This is an optimization exercise on Yosys and OpenROAD, whose aim is small area, a short achievable clock period and few clock cycles per item, not a production implementation. In this exercise RTL edits were held to simulation tests only and were not proved equivalent to the original. Power is estimated from default activity; no workload was simulated.

Setup of build 44:
// axi_lite_slave_mem
module axi_lite_slave_mem #(
    parameter int ADDR_WIDTH = 32,
    parameter int DATA_WIDTH = 32,
    parameter int DEPTH      = 32
) (
    input  logic                  s_axi_aclk,
    input  logic                  s_axi_areset,
    input  logic [ADDR_WIDTH-1:0] s_axi_awaddr,
    input  logic [2:0]            s_axi_awprot,
    input  logic                  s_axi_awvalid,
    output logic                  s_axi_awready,
    input  logic [DATA_WIDTH-1:0] s_axi_wdata,
    input  logic [3:0]            s_axi_wstrb,
    input  logic                  s_axi_wvalid,
    output logic                  s_axi_wready,
    output logic [1:0]            s_axi_bresp,
    output logic                  s_axi_bvalid,
    input  logic                  s_axi_bready,
    input  logic [ADDR_WIDTH-1:0] s_axi_araddr,
    input  logic [2:0]            s_axi_arprot,
    input  logic                  s_axi_arvalid,
    output logic                  s_axi_arready,
    output logic [DATA_WIDTH-1:0] s_axi_rdata,
    output logic [1:0]            s_axi_rresp,
    output logic                  s_axi_rvalid,
    input  logic                  s_axi_rready
);
    localparam int IDX_W = (DEPTH > 1) ? $clog2(DEPTH) : 1;
    localparam int HI_N  = DEPTH / 4;
    localparam logic [ADDR_WIDTH-3:0] DEPTH_W = (ADDR_WIDTH-2)'(DEPTH);
    logic w_unused;
    assign w_unused = ^{s_axi_awprot, s_axi_arprot, s_axi_awaddr[1:0], s_axi_araddr[1:0]};
    logic                              r_awready, r_wready, r_arready, r_bvalid, r_rvalid;
    logic                              r_awready_n, r_wready_n, r_arready_n, r_bvalid_n, r_rvalid_n;
    logic                              w_awready, w_wready, w_arready, w_bvalid, w_rvalid;
    logic                              r_aw_v, r_aw_ok;
    logic [3:0]                        r_aw_lo;       
    logic [HI_N-1:0]                   r_aw_hi;       
    logic                              r_w_v;
    logic [axi_lite_pkg::DATA_W-1:0]   r_w_data;      
    logic [axi_lite_pkg::STRB_W-1:0]   r_w_strb;
  ...
Size in the first run: roughly 2500 cells after synthesis, about 1200 flip-flops, roughly 150 I/O pins, roughly 0.042 mm² of cells after synthesis.
clock: 4.0 ns
lec_check: 0
cap_margin: 20
core_margin: 2
core_utilization: 40
cts_buf_list: sky130_fd_sc_hd__clkbuf_8 sky130_fd_sc_hd__clkbuf_16
cts_cluster_diameter: 100
cts_cluster_size: 28
setup_slack_margin: 2.1
slew_margin: 20
synth_hierarchical: 1
standard.sh (not shown) runs the stock make flow with config.mk's settings and CLKGATE_MAP_FILE= SYNTH_SCRIPT=/design/flow/synth_recipe.tcl, a recipe that flattens the netlist after the stock synthesis.
==> flow/flow/run.sh <==
#!/bin/bash
# Own layout flow: the standard flow (standard.sh, unchanged synthesis, floorplan,
# power grid and tap cells), with plain buffers for the port buffers instead of the
# delay cells buffer_ports picks on its own.
set -euo pipefail
export BUFFER_PORTS_ARGS="-buffer_cell sky130_fd_sc_hd__buf_2"
bash standard.sh finish > flow_standard.log 2>&1
Testbench counts of build 44, summed over its fixed seeds: cycles 8,024, items 16,000.
Setup changes, build 44 to build 58
Settings: swapping 40 for 45 in CORE_UTILIZATION; clearing CTS_BUF_LIST, which used to be sky130_fd_sc_hd__clkbuf_8 sky130_fd_sc_hd__clkbuf_16.
Findings:
Changes observed in build 58 relative to build 44: power attributed to the clock group rose by about 2%; worst supply voltage drop on vdd fell by about 13%; flip-flop and latch share of the layout cell area rose by 0.29 points.
The inputs of build 30 differ from those of build 58 as listed below.
Settings: CORE_UTILIZATION now 50, was 45.
==> run summary <==
Per the comparison of build 30 with build 58, number of buffers other than clock buffers in the final layout decreased by 0.45% relative to the old numbers; quantity of gates resized following cts decreased by 4 relative to the old numbers; final setup violation count closely matched the old numbers; post-layout instance area decreased by 170 µm² relative to the old numbers. There was hardly any difference in multiplexer fraction of the synthesized cell area between build 30 and build 58. Clock buffer and inverter area fraction after layout: build 58 vs build 30, no meaningful difference. Against build 58, die width in build 30 fell by a few percent. The clock power on build 58 is in line with that on build 30. met1 layer wirelength in the final routing for build 30: 1.1% up relative to build 58. Build 30 leaves less setup margin than build 58. Core utilization was lower in the run labelled build 58.
diff inputs: build 30 => build 54
Settings: swapping 28 for 24 in CTS_CLUSTER_SIZE; swapping 100 for 120 in CTS_CLUSTER_DIAMETER; swapping 2.1 for 2.0 in SETUP_SLACK_MARGIN; swapping 50 for 40 in CORE_UTILIZATION.
==> run summary <==
- Build 54 did not stop at any stage, and its layout met the timing, DRC and antenna checks.
- Compared with build 30, build 54 shows a portion of the layout cell area used by clock cells that is 0.46 points higher.
- Between build 54 and build 30, it is build 54 whose detailed-route wire length per cell is lower, by about 6.5%.
- Post-CTS resize count, build 54 vs build 30: down by more than half
- Slew at the pin with the worst max-slew slack up 0.16 ns in build 54 wrt build 30
- Compared with build 30, in build 54 relative contribution of combinational cells to total power now sits lower; cell area now sits at about the same level.
- When build 54 is set beside build 30, its share of the core filled with cells turns out to be 11 points smaller.
- On post-layout minimum cycle time, build 30 beats build 54.
Setup changes, build 54 to build 49
Settings: SETUP_SLACK_MARGIN now 2.1, was 2.0; CTS_CLUSTER_DIAMETER now 80, was 120; CTS_CLUSTER_SIZE now 16, was 24.
--- outcome ---
Against build 54, build 49 reports a share of the final layout cell area in multi-input gates that is lower. Across both runs, fraction of area in clock buffers and inverters was higher for build 49 than for build 54. Summary of build 49 over build 54: number of non-clock buffers in the layout moved up; worst path setup slack after routing moved up; design area moved up; relative contribution of combinational cells to total power moved down. Changes observed in build 49 relative to build 54: wire length reported by the detailed router picked up an extra 1.2%; global-route usage picked up an extra 0.30 points; total routed wire length on the met1 layer picked up an extra 0.57%.

---

Starting RTL as in the previous note.
## axi_lite_slave_mem
module axi_lite_slave_mem #(
    parameter int ADDR_WIDTH = 32,
    parameter int DATA_WIDTH = 32,
    parameter int DEPTH      = 32
) (
    input  logic                  s_axi_aclk,
    input  logic                  s_axi_areset,
    input  logic [ADDR_WIDTH-1:0] s_axi_awaddr,
    input  logic [2:0]            s_axi_awprot,
    input  logic                  s_axi_awvalid,
    output logic                  s_axi_awready,
    input  logic [DATA_WIDTH-1:0] s_axi_wdata,
    input  logic [3:0]            s_axi_wstrb,
    input  logic                  s_axi_wvalid,
    output logic                  s_axi_wready,
    output logic [1:0]            s_axi_bresp,
    output logic                  s_axi_bvalid,
    input  logic                  s_axi_bready,
    input  logic [ADDR_WIDTH-1:0] s_axi_araddr,
    input  logic [2:0]            s_axi_arprot,
    input  logic                  s_axi_arvalid,
    output logic                  s_axi_arready,
    output logic [DATA_WIDTH-1:0] s_axi_rdata,
    output logic [1:0]            s_axi_rresp,
    output logic                  s_axi_rvalid,
    input  logic                  s_axi_rready
);
export LEC_CHECK = 0
export CAP_MARGIN = 20
export CORE_MARGIN = 2
export CORE_UTILIZATION = 45
export CTS_CLUSTER_DIAMETER = 100
export CTS_CLUSTER_SIZE = 28
export SETUP_SLACK_MARGIN = 2.15
export SLEW_MARGIN = 20
export SYNTH_HIERARCHICAL = 1
create_clock -name core_clock -period 4.0 [get_ports {s_axi_aclk}]
Scripts as last shown in full above: flow/flow/run.sh
Testbench counts at the start, summed over its fixed seeds: cycles 8,024, items 16,000.
Next try:
--- a/flow/config.mk
+++ b/flow/config.mk
@@ -8,8 +8,8 @@
 export CAP_MARGIN = 20
 export CORE_MARGIN = 2
-export CORE_UTILIZATION = 45
-export CTS_CLUSTER_DIAMETER = 100
-export CTS_CLUSTER_SIZE = 28
-export SETUP_SLACK_MARGIN = 2.15
+export CORE_UTILIZATION = 40
+export CTS_CLUSTER_DIAMETER = 80
+export CTS_CLUSTER_SIZE = 32
+export SETUP_SLACK_MARGIN = 2.1
 export SLEW_MARGIN = 20
 export SYNTH_HIERARCHICAL = 1
=> Core utilization went down by 5.3 points; die area went up by roughly a tenth; flip-flop and latch count is unchanged; global-route usage went down by 2.3 points; sequential power hardly moves; critical path depth is unchanged; first-iteration DRC count went up by a few percent; routed wire length went up slightly.
Next try:
--- a/flow/config.mk
+++ b/flow/config.mk
@@ -9,7 +9,7 @@
 export CORE_MARGIN = 2
 export CORE_UTILIZATION = 40
-export CTS_CLUSTER_DIAMETER = 80
-export CTS_CLUSTER_SIZE = 32
-export SETUP_SLACK_MARGIN = 2.1
+export CTS_CLUSTER_DIAMETER = 120
+export CTS_CLUSTER_SIZE = 24
+export SETUP_SLACK_MARGIN = 2.2
 export SLEW_MARGIN = 20
 export SYNTH_HIERARCHICAL = 1
After rerunning: The changed run produced a clean layout. Total power barely changes. Register-to-register slack improved by 130 ps. Die area is unchanged. Core utilization goes up by 0.24 points. Sequential power barely changes.
Next try:
--- a/flow/flow/run.sh
+++ b/flow/flow/run.sh
@@ -4,4 +4,4 @@
 # delay cells buffer_ports picks on its own.
 set -euo pipefail
-export BUFFER_PORTS_ARGS="-buffer_cell sky130_fd_sc_hd__buf_2"
+export BUFFER_PORTS_ARGS="-buffer_cell sky130_fd_sc_hd__buf_1"
 bash standard.sh finish > flow_standard.log 2>&1
--- a/flow/config.mk
+++ b/flow/config.mk
@@ -8,8 +8,8 @@
 export CAP_MARGIN = 20
 export CORE_MARGIN = 2
-export CORE_UTILIZATION = 40
-export CTS_CLUSTER_DIAMETER = 120
-export CTS_CLUSTER_SIZE = 24
-export SETUP_SLACK_MARGIN = 2.2
+export CORE_UTILIZATION = 45
+export CTS_CLUSTER_DIAMETER = 100
+export CTS_CLUSTER_SIZE = 28
+export SETUP_SLACK_MARGIN = 2.1
 export SLEW_MARGIN = 20
 export SYNTH_HIERARCHICAL = 1
Outcome: Global-route usage rises by 2.6 points. Cell count shrinks by 3.7%. Worst setup slack degrades by 6.7 ps. Die area drops by 11%. Non-clock buffer count falls by 3. Synthesized area does not change. Wire length drops by 0.87%. Sequential power barely changes. Fmax came out lower by 0.34%.
Next try:
--- a/flow/flow/run.sh
+++ b/flow/flow/run.sh
@@ -4,4 +4,4 @@
 # delay cells buffer_ports picks on its own.
 set -euo pipefail
-export BUFFER_PORTS_ARGS="-buffer_cell sky130_fd_sc_hd__buf_1"
+export BUFFER_PORTS_ARGS="-buffer_cell sky130_fd_sc_hd__buf_2"
 bash standard.sh finish > flow_standard.log 2>&1
--- a/flow/config.mk
+++ b/flow/config.mk
@@ -8,5 +8,5 @@
 export CAP_MARGIN = 20
 export CORE_MARGIN = 2
-export CORE_UTILIZATION = 45
+export CORE_UTILIZATION = 40
 export CTS_CLUSTER_DIAMETER = 100
 export CTS_CLUSTER_SIZE = 28
Cell area increases by 0.72%.
Total power is about the same.
Sequential power is about the same.
Via count is about the same.
Clock-buffer cell count is unchanged.
Area after synthesis does not change.
Routed wire length increases by 1.1%.
Register-to-register slack hardly moves.
Global-route usage decreases by 2.5 points.

## re-timing with driven ports
How much do the figures lean on ideal ports? The routed layouts below were timed once more, with nothing changed but the port constraints. Step 1 (the two cells are an assumption about what drives the block):
set clk [get_ports {s_axi_aclk}]
set_driving_cell -lib_cell sky130_fd_sc_hd__clkbuf_16 $clk
set_driving_cell -lib_cell sky130_fd_sc_hd__buf_2 [delete_from_list [all_inputs] $clk]
Step 2 also shifts input and output timing later by t, the mid clock arrival at the registers, as if the neighbouring blocks saw the same clock. Slacks: ideal / step 1 / step 2; pairs: ideal / step 1.
run	t, ns	slack for setup (ns)	worst setup path after step 2	latest minus earliest clock arrival (ns)	worst slew at a driven data input, ns
build 44	0.688	2.069 / 2.000 / 1.552	input to register	0.033 / 0.034	0.15
build 58	0.692	2.074 / 2.012 / 1.715	input to register	0.027 / 0.027	0.09
build 30	0.688	2.065 / 1.999 / 1.672	input to register	0.029 / 0.029	0.09
build 54	0.698	2.026 / 1.980 / 1.546	input to register	0.022 / 0.022	0.16
build 49	0.703	2.075 / 2.006 / 1.539	input to register	0.018 / 0.018	0.15
the first run of note 2	0.689	2.076 / 2.011 / 1.654	input to register	0.024 / 0.025	0.09
the second run of note 2	0.702	2.058 / 1.992 / 1.507	input to register	0.039 / 0.039	0.15
the third run of note 2	0.712	2.068 / 1.996 / 1.686	input to register	0.019 / 0.019	0.08
the fourth run of note 2	0.689	2.061 / 2.000 / 1.545	input to register	0.037 / 0.037	0.09
the fifth run of note 2	0.691	2.071 / 2.003 / 1.564	input to register	0.026 / 0.026	0.15
After both steps every run listed still meets setup and hold. For the second run of note 2, which loses most, drivers alone change the setup slack by -0.066 ns; drivers and shift together by -0.551 ns.
